Background: an optimization exercise with open tools, aiming at small area and a short achievable clock period. Do not read the settings as production practice. Function was not checked in any run shown here: the RTL went through the layout flow alone.

## flow/design.v (module list and top-level ports; edited modules follow where they fit)
// module mul_pipe: 2207 lines
// module mul_pipe_fa: 10 lines
// module mul_pipe_ha: 9 lines
module mul_pipe #(
    parameter int unsigned XLEN    = 32,
    parameter int unsigned LATENCY = 3,
    parameter int unsigned TAG_W   = 5
) (
    input  logic             clk,
    input  logic             rst_n,
    input  logic             in_valid,
    output logic             in_ready,
    input  logic [XLEN-1:0]  a,
    input  logic [XLEN-1:0]  b,
    input  logic [2:0]       mulop,
    input  logic [TAG_W-1:0] in_tag,
    input  logic             flush,
    output logic             out_valid,
    input  logic             out_ready,
    output logic [XLEN-1:0]  f,
    output logic [TAG_W-1:0] out_tag
);
  // ...
==> flow/flow/run.sh <==
#!/bin/bash
# The standard layout, with timing repair aimed further below the clock period and
# the smallest port buffers (repair sizes up the ones on critical paths).
set -euo pipefail
bash standard.sh SETUP_SLACK_MARGIN=6.22 "BUFFER_PORTS_ARGS=-buffer_cell sky130_fd_sc_hd__buf_1" "CTS_ARGS=-sink_clustering_enable -repair_clock_nets -sink_clustering_size 30 -sink_clustering_max_diameter 100 -dont_use_dummy_load" finish > standard.log 2>&1
==> flow/standard.sh <==
#!/bin/bash
# synth_recipe.tcl (not shown) runs the flow's synth.tcl, then flattens the netlist and writes it again
# the make line also repeats each setting of config.mk as NAME=value (left out here)
make -C /OpenROAD-flow-scripts/flow DESIGN_CONFIG=/design/flow/config.mk WORK_HOME=/design/flow/orfs CLKGATE_MAP_FILE= SYNTH_SCRIPT=/design/flow/synth_recipe.tcl "${@:-finish}"
==> flow/config.mk <==
export PLATFORM = sky130hd
export DESIGN_NAME = mul_pipe
export DESIGN_NICKNAME = mul_pipe
export VERILOG_FILES = /design/flow/design.v
export SDC_FILE = /design/flow/constraint.sdc
export NUM_CORES = 4
export LEC_CHECK = 0
export ABC_AREA = 1
export CAP_MARGIN = 20
export CORE_MARGIN = 2
export CORE_UTILIZATION = 40
export SETUP_SLACK_MARGIN = 5
export SLEW_MARGIN = 20
export SYNTH_HIERARCHICAL = 1
==> flow/constraint.sdc <==
create_clock -name core_clock -period 11.0 [get_ports {clk}]
set_input_delay 2.2000 -clock core_clock [delete_from_list [all_inputs] [get_ports {clk}]]
set_output_delay 2.2000 -clock core_clock [all_outputs]
set_load 0.01 [all_outputs]
==> impl_metrics.xml, run 1 <==
<?xml version="1.0" encoding="UTF-8"?>
<metrics>
  <group name="finish">
    <metric name="layout.area.seq" unit="um2">5700</metric>
    <metric name="final_cells" unit="">3672</metric>
    <metric name="multi_input_cells" unit="">2140</metric>
    <metric name="fraction_of_area_in_multi_input_gates" unit="">0.698</metric>
  </group>
  <group name="synth">
    <metric name="synth_common_cells" unit="">sky130_fd_sc_hd__xor2_1 (561), sky130_fd_sc_hd__o22ai_1 (517), sky130_fd_sc_hd__fa_1 (488), sky130_fd_sc_hd__clkbuf_1 (320), sky130_fd_sc_hd__nand2_1 (210)</metric>
    <metric name="synthMuxAreaShare" unit="">0</metric>
    <metric name="post_synthesis_share_of_cell_area_spent_on_xor_and_xnor_gates" unit="">0.178</metric>
    <metric name="yosysWarningCount" unit="">7</metric>
    <metric name="ys_types" unit="">36</metric>
    <metric name="netlist_area" unit="um2">28800</metric>
    <metric name="ys_async_sr_fraction" unit="">0</metric>
    <metric name="synth_edf_count" unit="">163</metric>
  </group>
  <group name="outcome">
    <metric name="run_status" unit="">complete, no violations</metric>
  </group>
  <group name="worst_setup_path">
    <metric name="cp_top_family" unit="">buffers and inverters</metric>
    <metric name="worstRegToRegCells" unit="">13</metric>
    <metric name="max_stage_delay" unit="ps">120</metric>
    <metric name="worstReg2RegEnd" unit="">r2_sg[1]</metric>
    <metric name="worstReg2RegStart" unit="">r1_a_n[28]</metric>
    <metric name="worstSetupEndpoint" unit="">in_ready</metric>
    <metric name="regToRegSetupSlack" unit="ps">6250</metric>
    <metric name="timing.critical_path.required" unit="ps">8800</metric>
    <metric name="start_kind" unit="">input pin</metric>
  </group>
  <group name="routing">
    <metric name="wl_per_cell" unit="um">26.8</metric>
    <metric name="wl_met2" unit="um">43200</metric>
  </group>
  <group name="place">
    <metric name="portBuffers" unit="">115</metric>
    <metric name="cell_count_after_placement" unit="">3654</metric>
  </group>
  <group name="cts">
    <metric name="clkLatencyLatePin" unit="ps">550</metric>
    <metric name="post-cts-setup-buffer-count" unit="">2</metric>
    <metric name="clock_path_buffers" unit="">3</metric>
  </group>
  <group name="floorplanning">
    <metric name="die_w" unit="um">272</metric>
    <metric name="start_util" unit="">0.404</metric>
  </group>
  <group name="worst_hold_path">
    <metric name="worstHoldStart" unit="">r1_tag[1]</metric>
  </group>
  <group name="grt">
    <metric name="antenna_found_initial" unit="">4</metric>
  </group>
  <group name="timing">
    <metric name="final-hold-violation-count" unit="">0</metric>
    <metric name="grt_setup_unrepaired" unit="">yes</metric>
  </group>
</metrics>
==> inputs of run 2 (changes only) <==
--- a/flow/design.v
+++ b/flow/design.v
@@ -1966,18 +1966,25 @@
     wire [2:0] w_sg, w_sp;
     assign w_sg[0] = mg27;
     assign w_sp[0] = 1'b0;
     assign w_sg[1] = mg28;
     assign w_sp[1] = mp28;
     assign w_sg[2] = cg31;
     assign w_sp[2] = cp31;
     localparam int NSEG = 3;
-    wire [31:0] w_x  = r1_hi ? sx[63:32] : sx[31:0];
-    wire [31:0] w_y  = r1_hi ? sy[63:32] : sy[31:0];
+    wire        w_sel_hi = !w_stall && r1_hi;
+    wire        w_sel_lo = !w_stall && !r1_hi;
+    wire [31:0] w_xd, w_yd;
+    for (genvar k = 0; k < 32; k++) begin : g_sel
+        mul_pipe_sel u_x (.hold(w_stall), .q(r2_x[k]), .sh(w_sel_hi), .dh(sx[32+k]),
+                          .sl(w_sel_lo), .dl(sx[k]), .d(w_xd[k]));
+        mul_pipe_sel u_y (.hold(w_stall), .q(r2_y[k]), .sh(w_sel_hi), .dh(sy[32+k]),
+                          .sl(w_sel_lo), .dl(sy[k]), .d(w_yd[k]));
+    end
     logic [NSEG-1:0] r2_sg, r2_sp;
     logic            r2_hi;
     logic w_cin;
     always_comb begin
         w_cin = 1'b0;
         for (int k = 0; k < NSEG; k++) w_cin = r2_sg[k] | (r2_sp[k] & w_cin);
         w_cin = w_cin & r2_hi;
     end
@@ -2188,24 +2195,26 @@
             r1_a_n   <= ~a;
             r1_neg   <= w_neg;
             r1_one_n <= ~w_one;
             r1_two_n <= ~w_two;
             r1_ea_n  <= !(a[31] && (mulop != 3'd3));
             r1_d16_n <= !(b[31] && !mulop[2] && mulop[1]);
             r1_hi  <= (mulop != 3'd0);
             r1_tag <= in_tag;
-            r2_x   <= w_x;
-            r2_y   <= w_y;
             r2_sg  <= w_sg;
             r2_sp  <= w_sp;
             r2_hi  <= r1_hi;
             r2_tag <= r1_tag;
         end
     end
+    always_ff @(posedge clk) begin
+        r2_x <= w_xd;
+        r2_y <= w_yd;
+    end
     assign out_valid = r3_v;
     assign f         = r3_f;
     assign out_tag   = r3_tag;
 endmodule
 module mul_pipe_fa (
     input  logic x,
     input  logic y,
     input  logic z,
@@ -2219,8 +2228,19 @@
     input  logic x,
     input  logic y,
     output logic s,
     output logic c
 );
     assign s = x ^ y;
     assign c = x & y;
 endmodule
+module mul_pipe_sel (
+    input  logic hold,
+    input  logic q,
+    input  logic sh,
+    input  logic dh,
+    input  logic sl,
+    input  logic dl,
+    output logic d
+);
+    assign d = (hold & q) | (sh & dh) | (sl & dl);
+endmodule
==> run 2 against run 1 <==
Clock skew rose by 17 ps. Critical endpoint unchanged. Cell count rose by 2.3%. Largest cell class unchanged. Setup slack got worse by 8.3 ps. Register-to-register slack improved by 60 ps. Maximum frequency fell by 0.17%. Via count rose by 0.27%. Area after synthesis fell by 0.99%. Critical path type unchanged.
==> impl_metrics.xml, run 2 <==
<?xml version="1.0" encoding="UTF-8"?>
<metrics>
  <group name="floorplanning">
    <metric name="fp.coreArea" unit="um2">70300</metric>
    <metric name="die-height" unit="um">271</metric>
    <metric name="count_of_pins_on_the_block_boundary" unit="">116</metric>
    <metric name="die_area" unit="um2">73500</metric>
    <metric name="start_util" unit="">0.406</metric>
    <metric name="die_w" unit="um">271</metric>
    <metric name="num_rows" unit="">97</metric>
  </group>
  <group name="cts">
    <metric name="clock_path_buffers" unit="">3</metric>
    <metric name="clkTransAtPathRegs" unit="ps">80</metric>
    <metric name="clock_sinks" unit="">203</metric>
    <metric name="post_cts_hold_buffer_count" unit="">0</metric>
    <metric name="cts-buffers-inserted" unit="">14</metric>
    <metric name="cts-root-buf" unit="">sky130_fd_sc_hd__clkbuf_16</metric>
    <metric name="tritoncts" unit="">built</metric>
    <metric name="clkLatencyLatePin" unit="ps">550</metric>
    <metric name="htree_levels" unit="">1</metric>
  </group>
  <group name="synth">
    <metric name="count_leader_synth" unit="">sky130_fd_sc_hd__xor2_1</metric>
    <metric name="synth_common_cells" unit="">sky130_fd_sc_hd__xor2_1 (560), sky130_fd_sc_hd__o22ai_1 (515), sky130_fd_sc_hd__fa_1 (488), sky130_fd_sc_hd__clkbuf_1 (312), sky130_fd_sc_hd__nand2_1 (304)</metric>
    <metric name="yosysWarningCount" unit="">7</metric>
    <metric name="ys_types" unit="">41</metric>
    <metric name="syn_inst" unit="">2929</metric>
    <metric name="postSynthRegisterBits" unit="">203</metric>
    <metric name="postSynthAreaPerCell" unit="um2">9.74</metric>
    <metric name="synth_area_leaders" unit="">sky130_fd_sc_hd__fa_1 (34%), sky130_fd_sc_hd__xor2_1 (17%), sky130_fd_sc_hd__o22ai_1 (11%), sky130_fd_sc_hd__edfxtp_1 (10%), sky130_fd_sc_hd__dfxtp_1 (7.3%)</metric>
    <metric name="synthesis.nets" unit="">3571</metric>
    <metric name="netlist_area" unit="um2">28500</metric>
    <metric name="synth-seq-area-share" unit="">0.177</metric>
    <metric name="synth_edf_count" unit="">99</metric>
    <metric name="yosys.area.top_type" unit="">sky130_fd_sc_hd__fa_1</metric>
    <metric name="portion_of_synthesized_cell_area_occupied_by_the_leading_cell_type" unit="">0.342</metric>
    <metric name="ys_async_sr_fraction" unit="">0</metric>
    <metric name="synth_top_flop_cell" unit="">sky130_fd_sc_hd__dfxtp_1</metric>
  </group>
  <group name="grt">
    <metric name="globalRouteOverflowTotal" unit="">0</metric>
    <metric name="first_global_vias" unit="">24100</metric>
    <metric name="global_route_wire_length_before_repair" unit="um">145000</metric>
    <metric name="aggregate_global_route_resource_usage" unit="">0.257</metric>
    <metric name="antenna_found_initial" unit="">2</metric>
    <metric name="pin_count_of_the_biggest_net_entering_global_routing" unit="">70</metric>
  </group>
  <group name="timing">
    <metric name="final-hold-violation-count" unit="">0</metric>
    <metric name="layout_worst_path_cycle_share" unit="">0.434</metric>
    <metric name="finalClockSkew" unit="ps">68.9</metric>
    <metric name="setup-tns-final" unit="ps">0</metric>
    <metric name="slew_worst_pin" unit="ps">878</metric>
    <metric name="grt_setup_unrepaired" unit="">yes</metric>
    <metric name="max_slew_headroom" unit="">0.414</metric>
    <metric name="fmax" unit="MHz">210</metric>
    <metric name="post-route-min-period" unit="ps">4770</metric>
    <metric name="whs" unit="ps">424</metric>
    <metric name="final-max-slew-violation-count" unit="">0</metric>
    <metric name="timing.final.setup_violations" unit="">0</metric>
    <metric name="finalWorstSetupSlack" unit="ps">6230</metric>
  </group>
  <group name="worst_setup_path">
    <metric name="crit_path_end_kind" unit="">primary output</metric>
    <metric name="start_kind" unit="">input pin</metric>
    <metric name="worst_path_max_delay_cell" unit="">sky130_fd_sc_hd__buf_6</metric>
    <metric name="timing.critical_path.required" unit="ps">8800</metric>
    <metric name="path_cells" unit="">buf_6 &gt; nor2_4 &gt; nor2_4 &gt; buf_6</metric>
    <metric name="regToRegSetupSlack" unit="ps">6310</metric>
    <metric name="worstRegToRegCells" unit="">10</metric>
    <metric name="worstReg2RegStart" unit="">r1_a_n[23]</metric>
    <metric name="max_stage_delay" unit="ps">120</metric>
    <metric name="worstSetupPathType" unit="">input pin to primary output</metric>
    <metric name="worstReg2RegEnd" unit="">r2_sp[2]</metric>
    <metric name="worstPathMaxFanout" unit="">2</metric>
    <metric name="critical_path_arrival" unit="ps">2570</metric>
  </group>
  <group name="finish">
    <metric name="most-common-layout-cells" unit="">sky130_fd_sc_hd__xor2_1 (557), sky130_fd_sc_hd__o22ai_1 (510), sky130_fd_sc_hd__fa_1 (485), sky130_fd_sc_hd__nand2_1 (304), sky130_fd_sc_hd__inv_1 (121)</metric>
    <metric name="antennaDiodeCount" unit="">0</metric>
    <metric name="total_nets_final" unit="">3459</metric>
    <metric name="layout_commonest_cell" unit="">sky130_fd_sc_hd__xor2_1</metric>
    <metric name="synthToLayoutAreaGrowth" unit="%">6.15</metric>
    <metric name="finish.instance_area" unit="um2">30300</metric>
    <metric name="drive_gt1_frac" unit="">0.0529</metric>
  </group>
  <group name="worst_hold_path">
    <metric name="hold_crit_endpoint" unit="">r2_tag[1]</metric>
    <metric name="min_path_type" unit="">register to register</metric>
    <metric name="worstHoldPathCells" unit="">0</metric>
    <metric name="worstHoldStart" unit="">r1_tag[1]</metric>
  </group>
  <group name="routing">
    <metric name="wl_per_cell" unit="um">25.6</metric>
    <metric name="first_iter_violations" unit="">2755</metric>
    <metric name="vias" unit="">22900</metric>
    <metric name="routed_wirelength" unit="um">96100</metric>
    <metric name="detail_route.drc_violations" unit="">0</metric>
    <metric name="drtPass1Iterations" unit="">9</metric>
    <metric name="ant_nets" unit="">0</metric>
    <metric name="post_drt_via_cell_ratio" unit="">6.11</metric>
  </group>
  <group name="place">
    <metric name="portBuffers" unit="">115</metric>
    <metric name="dp_slack" unit="ps">6150</metric>
    <metric name="placedInstanceArea" unit="um2">29600</metric>
    <metric name="dp_hpwl" unit="um">64300</metric>
    <metric name="place.gp.congestion" unit="">0.911</metric>
  </group>
  <group name="outcome">
    <metric name="run_status" unit="">complete, no violations</metric>
  </group>
  <group name="run">
    <metric name="drv.max_cap_violation_count" unit="">0</metric>
  </group>
</metrics>
-- run 2: cell count changes after synthesis, sizes merged, moves of 8 or more --
cell	change
edfxtp	-64
dfxtp	+64
o21ai	-39
clkbuf	-8
nand3	+57
nand2	+96
inv	-25
-- run 2: worst max path at each step --
stage	startpoint	to	slack, ps	cells after the start
after floorplan	out_ready	in_ready	5750	2
after global placement	out_ready	in_ready	6150	4
after detailed placement	out_ready	in_ready	6150	4
after CTS	out_ready	in_ready	6210	4
after global routing	r1_a_n[20]	r2_sg[1]	6180	13
final	out_ready	in_ready	6230	4
-- run 2: final cells by class --
class	instances	area, um2
Fill cell	6740	40000
Tap cell	940	1180
Clock buffer	14	350
Inverter	132	498
Sequential cell	203	5050
Multi-Input combinational cell	2260	21800
Timing Repair Buffer	206	1390
-- run 2: timing repair --
| action | 4_1_cts | 5_1_grt |
|---|---|---|
| pin swaps | 2 | 11 |
| setup endpoints to repair | 2 | 8 |
| gates resized for setup | 13 | 80 |
| buffers inserted | 2 | 1 |
| gates cloned | 0 | 0 |
| endpoints found under the hold margin | 0 | 0 |
-- run 2: worst max-delay path: cells and delay by family --
kind | cells | cell delay (ps)
buffers and inverters | 2 | 210
and+or+nand+nor | 2 | 160
-- run 2: metrics by stage --
| stage | instances | util |
|---|---|---|
| after floorplan | 2929 | - |
| after global placement | 3738 | 0.421 |
| after detailed placement | 3738 | 0.421 |
| after CTS | 3754 | 0.427 |
| after global routing | 3755 | 0.431 |
| final | 3755 | 0.431 |
-- run 2: kinds of logic (layout without fill, tap and decap cells) --
kind of cell	count (synthesis)	in the layout	synth area share
compound gates	643	643	0.138
xor+xnor	587	587	0.180
fa+ha+maj	565	565	0.376
buf+inv	466	352	0.0618
simple gates	464	464	0.0662
flops	203	203	0.177
other cells	1	1	0.000131
-- run 2: routing by layer --
metal | vias to the layer above | GRT usage | routed length [um]
met5 | - | 0 | 66
met4 | 4 | 0.0915 | 3780
met3 | 352 | 0.0828 | 12400
met2 | 1587 | 0.395 | 42600
met1 | 11400 | 0.341 | 37300
li1 | 9588 | - | -
-- run 2: per-module statistics from Yosys, one instance, submodules excluded --
module        flip-flops and latches  cells inside  copies in the design
mul_pipe                         203          2163                     1
mul_pipe_ha                        0             1                    39
mul_pipe_sel                       0             4                    64
mul_pipe_fa                        0             1                   471

-- port drivers added, routing unchanged --
No port has a modelled driver above. Below, the same layouts with a new extraction and two added sets of constraints. Step 1, drivers: a clkbuf_16 drives clk and a buf_2 each remaining input, both assumed. Step 2 times the ports against the registers' clock, not the clock port: input delays grow and output delays shrink by t, the midpoint of the rising clock arrivals with the driver on. Slacks: ideal / step 1 / step 2; pairs: ideal / step 1.
run | t (ns) | slack for setup (ns) | worst hold slack (ns) | worst setup path at the end | cell pins on the clock port's net
run 1 | 0.595 | 6.236 / 6.202 / 6.202 | 0.397 / 0.397 / 0.397 | input to output | 1
run 2 | 0.578 | 6.228 / 6.193 / 6.193 | 0.424 / 0.424 / 0.424 | input to output | 1
After both steps setup and hold are still met in every run listed. For run 2, which loses most, drivers alone change the setup slack by -0.035 ns; drivers and shift together by -0.035 ns.
